Context: an optimization exercise on an open-source flow, tuned for small area and a short achievable clock period. The choices shown serve that exercise and are no tape-out recipe. Where RTL was checked, it was by simulation tests only, not by an equivalence proof against the original. Power and IR drop assume default switching activity.

alpha:
==> module double_ended_queue, before the edit <==
module double_ended_queue #(
  parameter int DEPTH      = 16,
  parameter int DATA_WIDTH = 32
) (
  input  logic clk,
  input  logic rst,
  input  logic s_tvalid,
  output logic s_tready,
  input  logic [((DATA_WIDTH+7)/8)*8-1:0] s_tdata,
  input  logic [dq_pkg::FUNC_W-1:0] s_tuser,
  output logic m_tvalid,
  input  logic m_tready,
  output logic [((DATA_WIDTH+3+$clog2(DEPTH+1)+7)/8)*8-1:0] m_tdata
);
  localparam int CNT_W     = $clog2(DEPTH + 1);
  localparam int PTR_W     = $clog2(DEPTH);
  localparam int RES_W     = DATA_WIDTH + 3 + CNT_W;
  localparam int M_TDATA_W = ((RES_W + 7) / 8) * 8;
  logic [dq_pkg::FUNC_W-1:0] func;
  logic                      accept;
  logic [CNT_W-1:0] count;
  logic [PTR_W-1:0] head;
  logic [PTR_W-1:0] tail;
  logic             empty;
  logic [CNT_W-1:0] count_next;
  logic             full;
  logic             ok_q;
  logic [DATA_WIDTH-1:0] peek_q;
  logic             peek_front;
  logic             peek_back;
  logic [DEPTH-1:0] head_oh;
  logic [DEPTH-1:0] tail_oh;
  logic [DEPTH-1:0] we;
  logic [DEPTH-1:0] rsel;
  logic [DATA_WIDTH-1:0] mem [DEPTH];
  logic [DATA_WIDTH-1:0] peek_word;
  assign func     = s_tuser;
  assign s_tready = !m_tvalid || m_tready;
  assign accept   = s_tvalid && s_tready;
  assign full  = count[CNT_W-1];
  assign peek_front = (func == dq_pkg::FUNC_PEEK_FRONT) && !empty;
  assign peek_back  = (func == dq_pkg::FUNC_PEEK_BACK) && !empty;
  always_comb begin
    for (int i = 0; i < DEPTH; i++) begin
      head_oh[i] = (head == PTR_W'(i));
      tail_oh[i] = (tail == PTR_W'(i));
    end
  end
  for (genvar i = 0; i < DEPTH; i++) begin : g_word
    assign we[i]   = !full && (head_oh[(i + 1) % DEPTH] || tail_oh[i]);
    assign rsel[i] = (peek_front && head_oh[i]) ||
                     (peek_back && tail_oh[(i + 1) % DEPTH]);
    dq_cell #(
      .DATA_WIDTH(DATA_WIDTH)
    ) u_cell (
      .clk      (clk),
      .we       (we[i]),
      .push_word(s_tdata[DATA_WIDTH-1:0]),
      .data     (mem[i])
    );
  end
  always_comb begin
    peek_word = '0;
    for (int i = 0; i < DEPTH; i++) begin
      peek_word = peek_word | (mem[i] & {DATA_WIDTH{rsel[i]}});
    end
  end
  always_comb begin
    count_next = count;
    case (func)
      dq_pkg::FUNC_PUSH_FRONT,
      dq_pkg::FUNC_PUSH_BACK:  if (!full) count_next = count + 1'b1;
      dq_pkg::FUNC_POP_FRONT,
      dq_pkg::FUNC_POP_BACK:   if (!empty) count_next = count - 1'b1;
      dq_pkg::FUNC_CLEAR:      count_next = '0;
      default: ;
    endcase
  end
  always_ff @(posedge clk) begin
    if (rst) begin
      count    <= '0;
      empty    <= 1'b1;
      tail     <= head;
      m_tvalid <= 1'b0;
    end else begin
      if (accept) begin
        count <= count_next;
        empty <= (count_next == '0);
        case (func)
          dq_pkg::FUNC_PUSH_FRONT: if (!full) head <= head - 1'b1;
          dq_pkg::FUNC_PUSH_BACK:  if (!full) tail <= tail + 1'b1;
          dq_pkg::FUNC_POP_FRONT:  if (!empty) head <= head + 1'b1;
          dq_pkg::FUNC_POP_BACK:   if (!empty) tail <= tail - 1'b1;
          dq_pkg::FUNC_CLEAR:      tail <= head;
          default: ;
        endcase
      end
      if (accept) begin
        m_tvalid <= 1'b1;
      end else if (m_tready) begin
        m_tvalid <= 1'b0;
      end
    end
  end
  always_ff @(posedge clk) begin
    if (s_tready) begin
      case (func)
        dq_pkg::FUNC_PUSH_FRONT,
        dq_pkg::FUNC_PUSH_BACK:  ok_q <= !full;
        dq_pkg::FUNC_POP_FRONT,
        dq_pkg::FUNC_POP_BACK,
        dq_pkg::FUNC_PEEK_FRONT,
        dq_pkg::FUNC_PEEK_BACK,
        dq_pkg::FUNC_CLEAR:      ok_q <= !empty;
        default:                 ok_q <= 1'b0;
      endcase
      peek_q <= peek_word;
    end
  end
  assign m_tdata = M_TDATA_W'({count, full, empty, peek_q, ok_q});
endmodule
Settings: LEC_CHECK=0, CAP_MARGIN=20, CORE_MARGIN=2, CORE_UTILIZATION=30, SETUP_SLACK_MARGIN=2.0, SLEW_MARGIN=20; clock period 4.5 ns.
run.sh (not shown) runs the stock make flow with config.mk's settings and CLKGATE_MAP_FILE= SYNTH_SCRIPT=/design/flow/synth_recipe.tcl, a recipe that flattens the netlist after the stock synthesis.
> inputs changed (alpha -> beta)
--- a/flow/design.v
+++ b/flow/design.v
@@ -43,13 +43,12 @@
   logic [dq_pkg::FUNC_W-1:0] func;
   logic                      accept;
   logic [CNT_W-1:0] count;
   logic [PTR_W-1:0] head;
   logic [PTR_W-1:0] tail;
   logic             empty;
-  logic [CNT_W-1:0] count_next;
   logic             full;
   logic             ok_q;
   logic [DATA_WIDTH-1:0] peek_q;
   logic             peek_front;
   logic             peek_back;
   logic [DEPTH-1:0] head_oh;
@@ -58,15 +57,16 @@
   logic [DEPTH-1:0] rsel;
   logic [DATA_WIDTH-1:0] mem [DEPTH];
   logic [DATA_WIDTH-1:0] peek_word;
   assign func     = s_tuser;
   assign s_tready = !m_tvalid || m_tready;
   assign accept   = s_tvalid && s_tready;
-  assign full  = count[CNT_W-1];
+  assign empty = (count == '0);
   assign peek_front = (func == dq_pkg::FUNC_PEEK_FRONT) && !empty;
   assign peek_back  = (func == dq_pkg::FUNC_PEEK_BACK) && !empty;
+  assign full  = (count == CNT_W'(DEPTH));
   always_comb begin
     for (int i = 0; i < DEPTH; i++) begin
       head_oh[i] = (head == PTR_W'(i));
       tail_oh[i] = (tail == PTR_W'(i));
     end
   end
@@ -86,39 +86,48 @@
   always_comb begin
     peek_word = '0;
     for (int i = 0; i < DEPTH; i++) begin
       peek_word = peek_word | (mem[i] & {DATA_WIDTH{rsel[i]}});
     end
   end
-  always_comb begin
-    count_next = count;
-    case (func)
-      dq_pkg::FUNC_PUSH_FRONT,
-      dq_pkg::FUNC_PUSH_BACK:  if (!full) count_next = count + 1'b1;
-      dq_pkg::FUNC_POP_FRONT,
-      dq_pkg::FUNC_POP_BACK:   if (!empty) count_next = count - 1'b1;
-      dq_pkg::FUNC_CLEAR:      count_next = '0;
-      default: ;
-    endcase
-  end
   always_ff @(posedge clk) begin
     if (rst) begin
       count    <= '0;
-      empty    <= 1'b1;
       tail     <= head;
       m_tvalid <= 1'b0;
     end else begin
       if (accept) begin
-        count <= count_next;
-        empty <= (count_next == '0);
         case (func)
-          dq_pkg::FUNC_PUSH_FRONT: if (!full) head <= head - 1'b1;
-          dq_pkg::FUNC_PUSH_BACK:  if (!full) tail <= tail + 1'b1;
-          dq_pkg::FUNC_POP_FRONT:  if (!empty) head <= head + 1'b1;
-          dq_pkg::FUNC_POP_BACK:   if (!empty) tail <= tail - 1'b1;
-          dq_pkg::FUNC_CLEAR:      tail <= head;
+          dq_pkg::FUNC_PUSH_FRONT: begin
+            if (!full) begin
+              head  <= head - 1'b1;
+              count <= count + 1'b1;
+            end
+          end
+          dq_pkg::FUNC_PUSH_BACK: begin
+            if (!full) begin
+              tail  <= tail + 1'b1;
+              count <= count + 1'b1;
+            end
+          end
+          dq_pkg::FUNC_POP_FRONT: begin
+            if (!empty) begin
+              head  <= head + 1'b1;
+              count <= count - 1'b1;
+            end
+          end
+          dq_pkg::FUNC_POP_BACK: begin
+            if (!empty) begin
+              tail  <= tail - 1'b1;
+              count <= count - 1'b1;
+            end
+          end
+          dq_pkg::FUNC_CLEAR: begin
+            tail  <= head;
+            count <= '0;
+          end
           default: ;
         endcase
       end
       if (accept) begin
         m_tvalid <= 1'b1;
       end else if (m_tready) begin
Notes after the runs:
According to the power report, total power for beta is higher than for alpha. Compared to alpha, beta has routed wire length 2.9% lower. Re combinational power: beta is 11% up on alpha. Going from alpha to beta, overall track demand over capacity in global routing now smaller, critical path depth went down 7, simple-gate portion of the synthesized area level.
Function not checked in beta: the RTL went through the layout flow alone.

==> port drivers added, routing unchanged <==
In the flow no input, the clock included, has a driving cell. The finished layouts below were timed again as built, in two steps.
Step 1 sets driving cells, clkbuf_16 on the clock port and buf_2 on the other inputs (assumed; they add their load-dependent delay and slew).
Step 2 moves the port delays by t, midway between the first and last clock arrival at a register: inputs arrive t later, outputs are due t later. That takes back most of the time a late clock gives input paths.
Three values: no drivers, after step 1, after step 2; two values: the first two.
run | shift t [ns] | setup slack, ns | hold WS [ns] | worst setup path at the end | slew at the worst register clock pin (ns)
alpha | 0.670 | 2.025 / 1.976 / 1.396 | 0.496 / 0.496 / 0.496 | input to register | 0.07 / 0.07
beta | 0.671 | 1.683 / 1.625 / 1.171 | 0.544 / 0.544 / 0.544 | input to register | 0.06 / 0.06
After both steps every run listed still meets setup and hold. The setup slack of alpha, which loses most, moves by -0.049 ns with the drivers and by -0.629 ns with both steps.
